This is an optimization exercise on Yosys and OpenROAD, whose aim is small area, not a production implementation. Only simulation tests tie the RTL to the original design; equivalence was not proved. Power figures rest on the tool's default switching activity, not on a simulated workload.

==> v36 <==
==> flow/design.v <==
module regfile_sb_aoi3 (
  input  logic [2:0] s,
  input  logic [2:0] d,
  output logic       y_n
);
  assign y_n = ~|(s & d);
endmodule
module regfile_sb_nand2 (
  input  logic s,
  input  logic d,
  output logic y_n
);
  assign y_n = ~(s & d);
endmodule
module regfile_sb_cell (
  input  logic w,
  input  logic wn,
  input  logic c,
  input  logic q,
  output logic d
);
  assign d = ~((wn | c) & (w | q));
endmodule
module regfile_sb_sel32 (
  input  logic [31:0] s,
  input  logic [31:0] d,
  output logic        y
);
  logic [11:0] n;
  for (genvar g = 0; g < 10; g++) begin : g_aoi3
    regfile_sb_aoi3 u (.s(s[3*g +: 3]), .d(d[3*g +: 3]), .y_n(n[g]));
  end
  regfile_sb_nand2 u_n30 (.s(s[30]), .d(d[30]), .y_n(n[10]));
  regfile_sb_nand2 u_n31 (.s(s[31]), .d(d[31]), .y_n(n[11]));
  assign y = ~&n;
endmodule
module regfile_sb #(
  parameter int XLEN     = 32,
  parameter int AW       = 5,
  parameter int ZERO_REG = 1
) (
  input  logic            CLK,
  input  logic            RST,
  input  logic [AW-1:0]   rs1,
  input  logic [AW-1:0]   rs2,
  output logic [XLEN-1:0] rs1_value,
  output logic [XLEN-1:0] rs2_value,
  input  logic [AW-1:0]   rd,
  input  logic [XLEN-1:0] indata,
  input  logic            RegWrite,
  input  logic            issue_valid,
  input  logic [AW-1:0]   issue_rd,
  input  logic            issue_wr,
  input  logic            use_rs1,
  input  logic            use_rs2,
  output logic            stall,
  output logic            rs1_busy,
  output logic            rs2_busy,
  output logic [AW:0]     pend_cnt
);
  localparam int NREG = 32;
  localparam logic [NREG-1:0] NOT0 = {{(NREG-1){1'b1}}, 1'b0};
  logic [XLEN-1:0] regs_q [NREG];    
  logic [XLEN-1:0] regs_d [NREG];
  logic [NREG-1:0] valid_q, busy_q;
  logic [AW-1:0]   cnt_q;
  logic            phase_q;
  logic [NREG-1:0] rd_oh, rs1_oh, rs2_oh, ird_oh;
  always_comb begin
    for (int i = 0; i < NREG; i++) begin
      rd_oh[i]  = (i != 0) && (rd == i);
      rs1_oh[i] = (i != 0) && (rs1 == i);
      rs2_oh[i] = (i != 0) && (rs2 == i);
      ird_oh[i] = (i != 0) && (issue_rd == i);
    end
  end
  logic [NREG-1:0] we;      
  logic [NREG-1:0] keep;    
  logic [NREG-1:0] bk;      
  assign we   = {NREG{RegWrite}} & rd_oh;
  assign keep = valid_q & ~we;
  assign bk   = busy_q & ~we;
  logic fwd1, fwd2;
  assign fwd1 = RegWrite && (rd != '0) && (rd == rs1);
  assign fwd2 = RegWrite && (rd != '0) && (rd == rs2);
  logic [XLEN-1:0] col;
  assign col = indata ^ {XLEN{phase_q}};
  logic [NREG-1:0] sel1, sel2;
  assign sel1 = (rs1_oh & keep) | {{(NREG-1){1'b0}}, fwd1};
  assign sel2 = (rs2_oh & keep) | {{(NREG-1){1'b0}}, fwd2};
  logic pf1, pf2;
  assign pf1 = phase_q & (fwd1 | (|(rs1_oh & valid_q)));
  assign pf2 = phase_q & (fwd2 | (|(rs2_oh & valid_q)));
  for (genvar b = 0; b < XLEN; b++) begin : g_rd
    logic [NREG-1:0] rcol;
    logic            y1, y2;
    assign rcol[0] = col[b];
    for (genvar i = 1; i < NREG; i++) begin : g_col
      assign rcol[i] = regs_q[i][b];
    end
    regfile_sb_sel32 u_p1 (.s(sel1), .d(rcol), .y(y1));
    regfile_sb_sel32 u_p2 (.s(sel2), .d(rcol), .y(y2));
    assign rs1_value[b] = y1 ^ pf1;
    assign rs2_value[b] = y2 ^ pf2;
  end
  logic waw_busy, busy_rd;
  regfile_sb_sel32 u_b1 (.s(rs1_oh), .d(bk),     .y(rs1_busy));
  regfile_sb_sel32 u_b2 (.s(rs2_oh), .d(bk),     .y(rs2_busy));
  regfile_sb_sel32 u_bw (.s(ird_oh), .d(bk),     .y(waw_busy));
  regfile_sb_sel32 u_br (.s(we),     .d(busy_q), .y(busy_rd));
  assign stall = issue_valid &&
                 ((use_rs1 && rs1_busy) || (use_rs2 && rs2_busy) || (issue_wr && waw_busy));
  logic set_en;
  assign set_en = issue_valid && !stall && issue_wr && (issue_rd != '0);
  always_ff @(posedge CLK or posedge RST) begin
    if (RST) begin
      valid_q <= '0;
      busy_q  <= '0;
      cnt_q   <= '0;
      phase_q <= 1'b0;
    end else begin
      valid_q <= (valid_q | we) & NOT0;
      busy_q  <= (bk | ({NREG{set_en}} & ird_oh)) & NOT0;
      cnt_q   <= cnt_q + {{(AW-1){1'b0}}, set_en} - {{(AW-1){1'b0}}, busy_rd};
      phase_q <= ~phase_q;
    end
  end
  logic [NREG-1:0] wen;
  assign wen = ~we;
  for (genvar i = 1; i < NREG; i++) begin : g_word
    for (genvar b = 0; b < XLEN; b++) begin : g_bit
      regfile_sb_cell u_c (.w(we[i]), .wn(wen[i]), .c(col[b]), .q(regs_q[i][b]),
                           .d(regs_d[i][b]));
    end
    always_ff @(posedge CLK) regs_q[i] <= regs_d[i];
  end
  assign pend_cnt = {1'b0, cnt_q};
endmodule
==> flow/flow/run.sh <==
#!/bin/bash
# Own layout flow: the standard ORFS flow. Synthesis runs first, alone and
# unchanged (bash standard.sh synth). The layout steps after it then run with
# these settings changed:
#   - CTS: larger sink clusters on clkbuf_16 and no dummy loads
#   - port buffers use buf_1 (repair_design upsizes where needed)
#   - the _2/_4 XOR/XNOR cells are added to the platform's don't-use list, so
#     repair buffers a heavily loaded XOR instead of upsizing it
# Tool output: ORFS writes each step's log under orfs/logs; make's own output
# goes to flow_synth.log and flow_make.log in this folder.
set -uo pipefail
bash standard.sh synth > flow_synth.log 2>&1 || exit 1
DU="sky130_fd_sc_hd__probe_p_8 sky130_fd_sc_hd__probec_p_8 sky130_fd_sc_hd__lpflow_bleeder_1 sky130_fd_sc_hd__lpflow_clkbufkapwr_1 sky130_fd_sc_hd__lpflow_clkbufkapwr_16 sky130_fd_sc_hd__lpflow_clkbufkapwr_2 sky130_fd_sc_hd__lpflow_clkbufkapwr_4 sky130_fd_sc_hd__lpflow_clkbufkapwr_8 sky130_fd_sc_hd__lpflow_clkinvkapwr_1 sky130_fd_sc_hd__lpflow_clkinvkapwr_16 sky130_fd_sc_hd__lpflow_clkinvkapwr_2 sky130_fd_sc_hd__lpflow_clkinvkapwr_4 sky130_fd_sc_hd__lpflow_clkinvkapwr_8 sky130_fd_sc_hd__lpflow_decapkapwr_12 sky130_fd_sc_hd__lpflow_decapkapwr_3 sky130_fd_sc_hd__lpflow_decapkapwr_4 sky130_fd_sc_hd__lpflow_decapkapwr_6 sky130_fd_sc_hd__lpflow_decapkapwr_8 sky130_fd_sc_hd__lpflow_inputiso0n_1 sky130_fd_sc_hd__lpflow_inputiso0p_1 sky130_fd_sc_hd__lpflow_inputiso1n_1 sky130_fd_sc_hd__lpflow_inputiso1p_1 sky130_fd_sc_hd__lpflow_inputisolatch_1 sky130_fd_sc_hd__lpflow_isobufsrc_1 sky130_fd_sc_hd__lpflow_isobufsrc_16 sky130_fd_sc_hd__lpflow_isobufsrc_2 sky130_fd_sc_hd__lpflow_isobufsrc_4 sky130_fd_sc_hd__lpflow_isobufsrc_8 sky130_fd_sc_hd__lpflow_isobufsrckapwr_16 sky130_fd_sc_hd__lpflow_lsbuf_lh_hl_isowell_tap_1 sky130_fd_sc_hd__lpflow_lsbuf_lh_hl_isowell_tap_2 sky130_fd_sc_hd__lpflow_lsbuf_lh_hl_isowell_tap_4 sky130_fd_sc_hd__lpflow_lsbuf_lh_isowell_4 sky130_fd_sc_hd__lpflow_lsbuf_lh_isowell_tap_1 sky130_fd_sc_hd__lpflow_lsbuf_lh_isowell_tap_2 sky130_fd_sc_hd__lpflow_lsbuf_lh_isowell_tap_4 sky130_fd_sc_hd__xor2_2 sky130_fd_sc_hd__xor2_4 sky130_fd_sc_hd__xnor2_2 sky130_fd_sc_hd__xnor2_4"
bash standard.sh \
  "DONT_USE_CELLS=$DU" \
  "CTS_ARGS=-sink_clustering_enable -repair_clock_nets -dont_use_dummy_load -buf_list sky130_fd_sc_hd__clkbuf_16 -sink_clustering_size 24 -sink_clustering_max_diameter 80" \
  "BUFFER_PORTS_ARGS=-buffer_cell sky130_fd_sc_hd__buf_1" \
  finish > flow_make.log 2>&1
==> flow/standard.sh <==
#!/bin/bash
# synth_recipe.tcl (not shown) runs the flow's synth.tcl, then flattens the netlist and writes it again
# the make line also repeats each setting of config.mk as NAME=value (left out here)
make -C /OpenROAD-flow-scripts/flow DESIGN_CONFIG=/design/flow/config.mk WORK_HOME=/design/flow/orfs CLKGATE_MAP_FILE= SYNTH_SCRIPT=/design/flow/synth_recipe.tcl "${@:-finish}"
==> flow/config.mk <==
export PLATFORM = sky130hd
export DESIGN_NAME = regfile_sb
export DESIGN_NICKNAME = regfile_sb
export VERILOG_FILES = /design/flow/design.v
export SDC_FILE = /design/flow/constraint.sdc
export NUM_CORES = 4
export LEC_CHECK = 0
export CAP_MARGIN = 20
export CORE_MARGIN = 2
export CORE_UTILIZATION = 50
export SETUP_SLACK_MARGIN = 0.2
export SLEW_MARGIN = 20
export SYNTH_HIERARCHICAL = 1
==> flow/constraint.sdc <==
create_clock -name core_clock -period 7.0 [get_ports {CLK}]
set_input_delay 1.4000 -clock core_clock [delete_from_list [all_inputs] [get_ports {CLK}]]
set_output_delay 1.4000 -clock core_clock [all_outputs]
set_load 0.01 [all_outputs]
==> v15: changes against v36 <==
==> flow/design.v, changed modules only <==
module regfile_sb #(
  parameter int XLEN     = 32,
  parameter int AW       = 5,
  parameter int ZERO_REG = 1
) (
  input  logic            CLK,
  input  logic            RST,
  input  logic [AW-1:0]   rs1,
  input  logic [AW-1:0]   rs2,
  output logic [XLEN-1:0] rs1_value,
  output logic [XLEN-1:0] rs2_value,
  input  logic [AW-1:0]   rd,
  input  logic [XLEN-1:0] indata,
  input  logic            RegWrite,
  input  logic            issue_valid,
  input  logic [AW-1:0]   issue_rd,
  input  logic            issue_wr,
  input  logic            use_rs1,
  input  logic            use_rs2,
  output logic            stall,
  output logic            rs1_busy,
  output logic            rs2_busy,
  output logic [AW:0]     pend_cnt
);
  localparam int NREG = 32;
  localparam logic [NREG-1:0] NOT0 = {{(NREG-1){1'b1}}, 1'b0};
  logic [XLEN-1:0] regs_q [NREG];
  logic [NREG-1:0] valid_q, busy_q;
  logic [AW-1:0]   cnt_q;
  logic [NREG-1:0] rd_oh, rs1_oh, rs2_oh, ird_oh;
  always_comb begin
    for (int i = 0; i < NREG; i++) begin
      rd_oh[i]  = (i != 0) && (rd == i);
      rs1_oh[i] = (i != 0) && (rs1 == i);
      rs2_oh[i] = (i != 0) && (rs2 == i);
      ird_oh[i] = (i != 0) && (issue_rd == i);
    end
  end
  logic [NREG-1:0] we;      
  logic [NREG-1:0] keep;    
  logic [NREG-1:0] bk;      
  assign we   = {NREG{RegWrite}} & rd_oh;
  assign keep = valid_q & ~we;
  assign bk   = busy_q & ~we;
  logic fwd1, fwd2;
  assign fwd1 = RegWrite && (rd != '0) && (rd == rs1);
  assign fwd2 = RegWrite && (rd != '0) && (rd == rs2);
  logic [NREG-1:0] sel1, sel2;
  assign sel1 = (rs1_oh & keep) | {{(NREG-1){1'b0}}, fwd1};
  assign sel2 = (rs2_oh & keep) | {{(NREG-1){1'b0}}, fwd2};
  for (genvar b = 0; b < XLEN; b++) begin : g_rd
    logic [NREG-1:0] col;
    assign col[0] = indata[b];
    for (genvar i = 1; i < NREG; i++) begin : g_col
      assign col[i] = regs_q[i][b];
    end
    regfile_sb_sel32 u_p1 (.s(sel1), .d(col), .y(rs1_value[b]));
    regfile_sb_sel32 u_p2 (.s(sel2), .d(col), .y(rs2_value[b]));
  end
  logic waw_busy, busy_rd;
  regfile_sb_sel32 u_b1 (.s(rs1_oh), .d(bk),     .y(rs1_busy));
  regfile_sb_sel32 u_b2 (.s(rs2_oh), .d(bk),     .y(rs2_busy));
  regfile_sb_sel32 u_bw (.s(ird_oh), .d(bk),     .y(waw_busy));
  regfile_sb_sel32 u_br (.s(we),     .d(busy_q), .y(busy_rd));
  assign stall = issue_valid &&
                 ((use_rs1 && rs1_busy) || (use_rs2 && rs2_busy) || (issue_wr && waw_busy));
  logic set_en;
  assign set_en = issue_valid && !stall && issue_wr && (issue_rd != '0);
  always_ff @(posedge CLK or posedge RST) begin
    if (RST) begin
      valid_q <= '0;
      busy_q  <= '0;
      cnt_q   <= '0;
    end else begin
      valid_q <= (valid_q | we) & NOT0;
      busy_q  <= (bk | ({NREG{set_en}} & ird_oh)) & NOT0;
      cnt_q   <= cnt_q + {{(AW-1){1'b0}}, set_en} - {{(AW-1){1'b0}}, busy_rd};
    end
  end
  always_ff @(posedge CLK) begin
    for (int i = 1; i < NREG; i++)
      if (we[i]) regs_q[i] <= indata;
  end
  assign pend_cnt = {1'b0, cnt_q};
endmodule
// module regfile_sb_cell removed
==> flow/flow/run.sh (replaced) <==
#!/bin/bash
# Own layout flow: the standard ORFS flow (standard synthesis unchanged),
# with three layout settings changed:
#   - CTS: larger sink clusters on clkbuf_16 and no dummy loads
#   - port buffers use buf_1 (repair_design upsizes where needed)
#   - power recovery (downsizing of non-critical cells) after global route
# Each tool's output goes to the ORFS logs under orfs/logs; make's own
# output goes to flow_make.log in this folder.
set -uo pipefail
bash standard.sh \
  "CTS_ARGS=-sink_clustering_enable -repair_clock_nets -dont_use_dummy_load -buf_list sky130_fd_sc_hd__clkbuf_16 -sink_clustering_size 24 -sink_clustering_max_diameter 80" \
  "BUFFER_PORTS_ARGS=-buffer_cell sky130_fd_sc_hd__buf_1" \
  RECOVER_POWER=100 \
  finish > flow_make.log 2>&1
--- a/flow/config.mk
+++ b/flow/config.mk
@@ -9,5 +9,5 @@
 export CORE_MARGIN = 2
 export CORE_UTILIZATION = 50
-export SETUP_SLACK_MARGIN = 0.2
+export SETUP_SLACK_MARGIN = 0.0
 export SLEW_MARGIN = 20
 export SYNTH_HIERARCHICAL = 1
==> v28: changes against v36 <==
==> flow/design.v, changed modules only <==
module regfile_sb #(
  parameter int XLEN     = 32,
  parameter int AW       = 5,
  parameter int ZERO_REG = 1
) (
  input  logic            CLK,
  input  logic            RST,
  input  logic [AW-1:0]   rs1,
  input  logic [AW-1:0]   rs2,
  output logic [XLEN-1:0] rs1_value,
  output logic [XLEN-1:0] rs2_value,
  input  logic [AW-1:0]   rd,
  input  logic [XLEN-1:0] indata,
  input  logic            RegWrite,
  input  logic            issue_valid,
  input  logic [AW-1:0]   issue_rd,
  input  logic            issue_wr,
  input  logic            use_rs1,
  input  logic            use_rs2,
  output logic            stall,
  output logic            rs1_busy,
  output logic            rs2_busy,
  output logic [AW:0]     pend_cnt
);
  localparam int NREG = 32;
  localparam logic [NREG-1:0] NOT0 = {{(NREG-1){1'b1}}, 1'b0};
  logic [XLEN-1:0] regs_q [NREG];
  logic [NREG-1:0] valid_q, busy_q;
  logic [AW-1:0]   cnt_q;
  logic [NREG-1:0] rd_oh, rs1_oh, rs2_oh, ird_oh;
  always_comb begin
    for (int i = 0; i < NREG; i++) begin
      rd_oh[i]  = (i != 0) && (rd == i);
      rs1_oh[i] = (i != 0) && (rs1 == i);
      rs2_oh[i] = (i != 0) && (rs2 == i);
      ird_oh[i] = (i != 0) && (issue_rd == i);
    end
  end
  logic [NREG-1:0] we;      
  logic [NREG-1:0] keep;    
  logic [NREG-1:0] bk;      
  assign we   = {NREG{RegWrite}} & rd_oh;
  assign keep = valid_q & ~we;
  assign bk   = busy_q & ~we;
  logic fwd1, fwd2;
  assign fwd1 = RegWrite && (rd != '0) && (rd == rs1);
  assign fwd2 = RegWrite && (rd != '0) && (rd == rs2);
  logic [NREG-1:0] sel1, sel2;
  assign sel1 = (rs1_oh & keep) | {{(NREG-1){1'b0}}, fwd1};
  assign sel2 = (rs2_oh & keep) | {{(NREG-1){1'b0}}, fwd2};
  for (genvar b = 0; b < XLEN; b++) begin : g_rd
    logic [NREG-1:0] col;
    assign col[0] = indata[b];
    for (genvar i = 1; i < NREG; i++) begin : g_col
      assign col[i] = regs_q[i][b];
    end
    regfile_sb_sel32 u_p1 (.s(sel1), .d(col), .y(rs1_value[b]));
    regfile_sb_sel32 u_p2 (.s(sel2), .d(col), .y(rs2_value[b]));
  end
  logic waw_busy, busy_rd;
  regfile_sb_sel32 u_b1 (.s(rs1_oh), .d(bk),     .y(rs1_busy));
  regfile_sb_sel32 u_b2 (.s(rs2_oh), .d(bk),     .y(rs2_busy));
  regfile_sb_sel32 u_bw (.s(ird_oh), .d(bk),     .y(waw_busy));
  regfile_sb_sel32 u_br (.s(we),     .d(busy_q), .y(busy_rd));
  assign stall = issue_valid &&
                 ((use_rs1 && rs1_busy) || (use_rs2 && rs2_busy) || (issue_wr && waw_busy));
  logic set_en;
  assign set_en = issue_valid && !stall && issue_wr && (issue_rd != '0);
  always_ff @(posedge CLK or posedge RST) begin
    if (RST) begin
      valid_q <= '0;
      busy_q  <= '0;
      cnt_q   <= '0;
    end else begin
      valid_q <= (valid_q | we) & NOT0;
      busy_q  <= (bk | ({NREG{set_en}} & ird_oh)) & NOT0;
      cnt_q   <= cnt_q + {{(AW-1){1'b0}}, set_en} - {{(AW-1){1'b0}}, busy_rd};
    end
  end
  always_ff @(posedge CLK) begin
    for (int i = 1; i < NREG; i++)
      if (we[i]) regs_q[i] <= indata;
  end
  assign pend_cnt = {1'b0, cnt_q};
endmodule
// module regfile_sb_cell removed
==> flow/flow/run.sh (replaced) <==
#!/bin/bash
# Own layout flow: the standard ORFS flow (standard synthesis unchanged),
# with two layout settings changed:
#   - CTS: larger sink clusters on clkbuf_16 and no dummy loads
#   - port buffers use buf_1 (repair_design upsizes where needed)
# Each tool's output goes to the ORFS logs under orfs/logs; make's own
# output goes to flow_make.log in this folder.
set -uo pipefail
bash standard.sh \
  "CTS_ARGS=-sink_clustering_enable -repair_clock_nets -dont_use_dummy_load -buf_list sky130_fd_sc_hd__clkbuf_16 -sink_clustering_size 24 -sink_clustering_max_diameter 80" \
  "BUFFER_PORTS_ARGS=-buffer_cell sky130_fd_sc_hd__buf_1" \
  finish > flow_make.log 2>&1
--- a/flow/config.mk
+++ b/flow/config.mk
@@ -9,5 +9,5 @@
 export CORE_MARGIN = 2
 export CORE_UTILIZATION = 50
-export SETUP_SLACK_MARGIN = 0.2
+export SETUP_SLACK_MARGIN = 0.0
 export SLEW_MARGIN = 20
 export SYNTH_HIERARCHICAL = 1
==> qor summary <==
	v15	v36	v28
Crit path depth	10	11	9
FFs w/ async S/R, synth	0.0633	0.0642	0.0633
Switching share of power	0.242	0.325	0.242
Mapped Avg Cell Area	16.3 um2	10.7 um2	16.3 um2
Sequential share of power	0.622	0.593	0.621
Area share of the largest cell type after synthesis	0.692	0.486	0.692
Critical path startpoint	rd[1]	rs1[3]	rd[0]
Proportion of power drawn by the clock network	0.282	0.227	0.282
Run status	complete, but fails checks	finished clean	finished clean
Reasons for failing layout checks	capacitance limit, slew limit	-	-
Post-route standard cell area excluding fillers	0.0474 mm2	0.0460 mm2	0.0477 mm2
Static leakage	14.4 nW	16.8 nW	14.7 nW
Wire length on met3	25200 um	38400 um	24100 um
Total die area	0.0885 mm2	0.0840 mm2	0.0885 mm2
Pins Over Slew Limit	1578	0	0
Post-Synth Adder-Cell Area	0.00192	0.00202	0.00192
Net load switching power	0.00279 W	0.00476 W	0.00278 W
Total number of multi-input combinational cells	1506	2659	1506
Critical-path cell with the highest stage delay	sky130_fd_sc_hd__or3_1	sky130_fd_sc_hd__or3_1	sky130_fd_sc_hd__nand2b_1
GR Util All Layers	0.359	0.493	0.359
Overall power of the completed layout	0.0115 W	0.0147 W	0.0115 W
Number of placed instances with taps included	4014	5209	4014
Cell accounting for the most synthesized area	sky130_fd_sc_hd__edfxtp_1	sky130_fd_sc_hd__dfxtp_1	sky130_fd_sc_hd__edfxtp_1
Min-delay src	valid_q[27]$_DFF_PP0_	regs_q[21][2]$_DFF_P_	valid_q[23]$_DFF_PP0_
Worst-path maximum fanout	32	20	32
Portion of the layout cell area used by non-clock buffers	0.0276	0.0538	0.0333
Fin util	0.556	0.570	0.560
Routed WL per cell	40.5 um	41.4 um	40.5 um

==> port drivers added, routing unchanged <==
Ports are ideal in the flow. The routed layouts listed here were re-timed in OpenROAD. Step 1 sets driving cells, clkbuf_16 on the clock port and buf_2 on the other inputs (assumed; they add their load-dependent delay and slew). Step 2 moves the port delays by t, midway between the first and last clock arrival at a register: inputs arrive t later, outputs are due t later. That takes back most of the time a late clock gives input paths. Slacks: ideal ports / drivers / drivers and shift; pairs: ideal ports / drivers.
| run | shift t [ns] | slack for setup (ns) | clock arrival spread, ns |
|---|---|---|---|
| v36 | 0.715 | 0.313 / 0.276 / 0.276 | 0.108 / 0.108 |
| v15 | 0.697 | 0.417 / 0.385 / 0.385 | 0.075 / 0.075 |
| v28 | 0.695 | 0.556 / 0.530 / 0.530 | 0.079 / 0.078 |
For v36, which loses most, drivers alone change the setup slack by -0.037 ns; drivers and shift together by -0.037 ns.
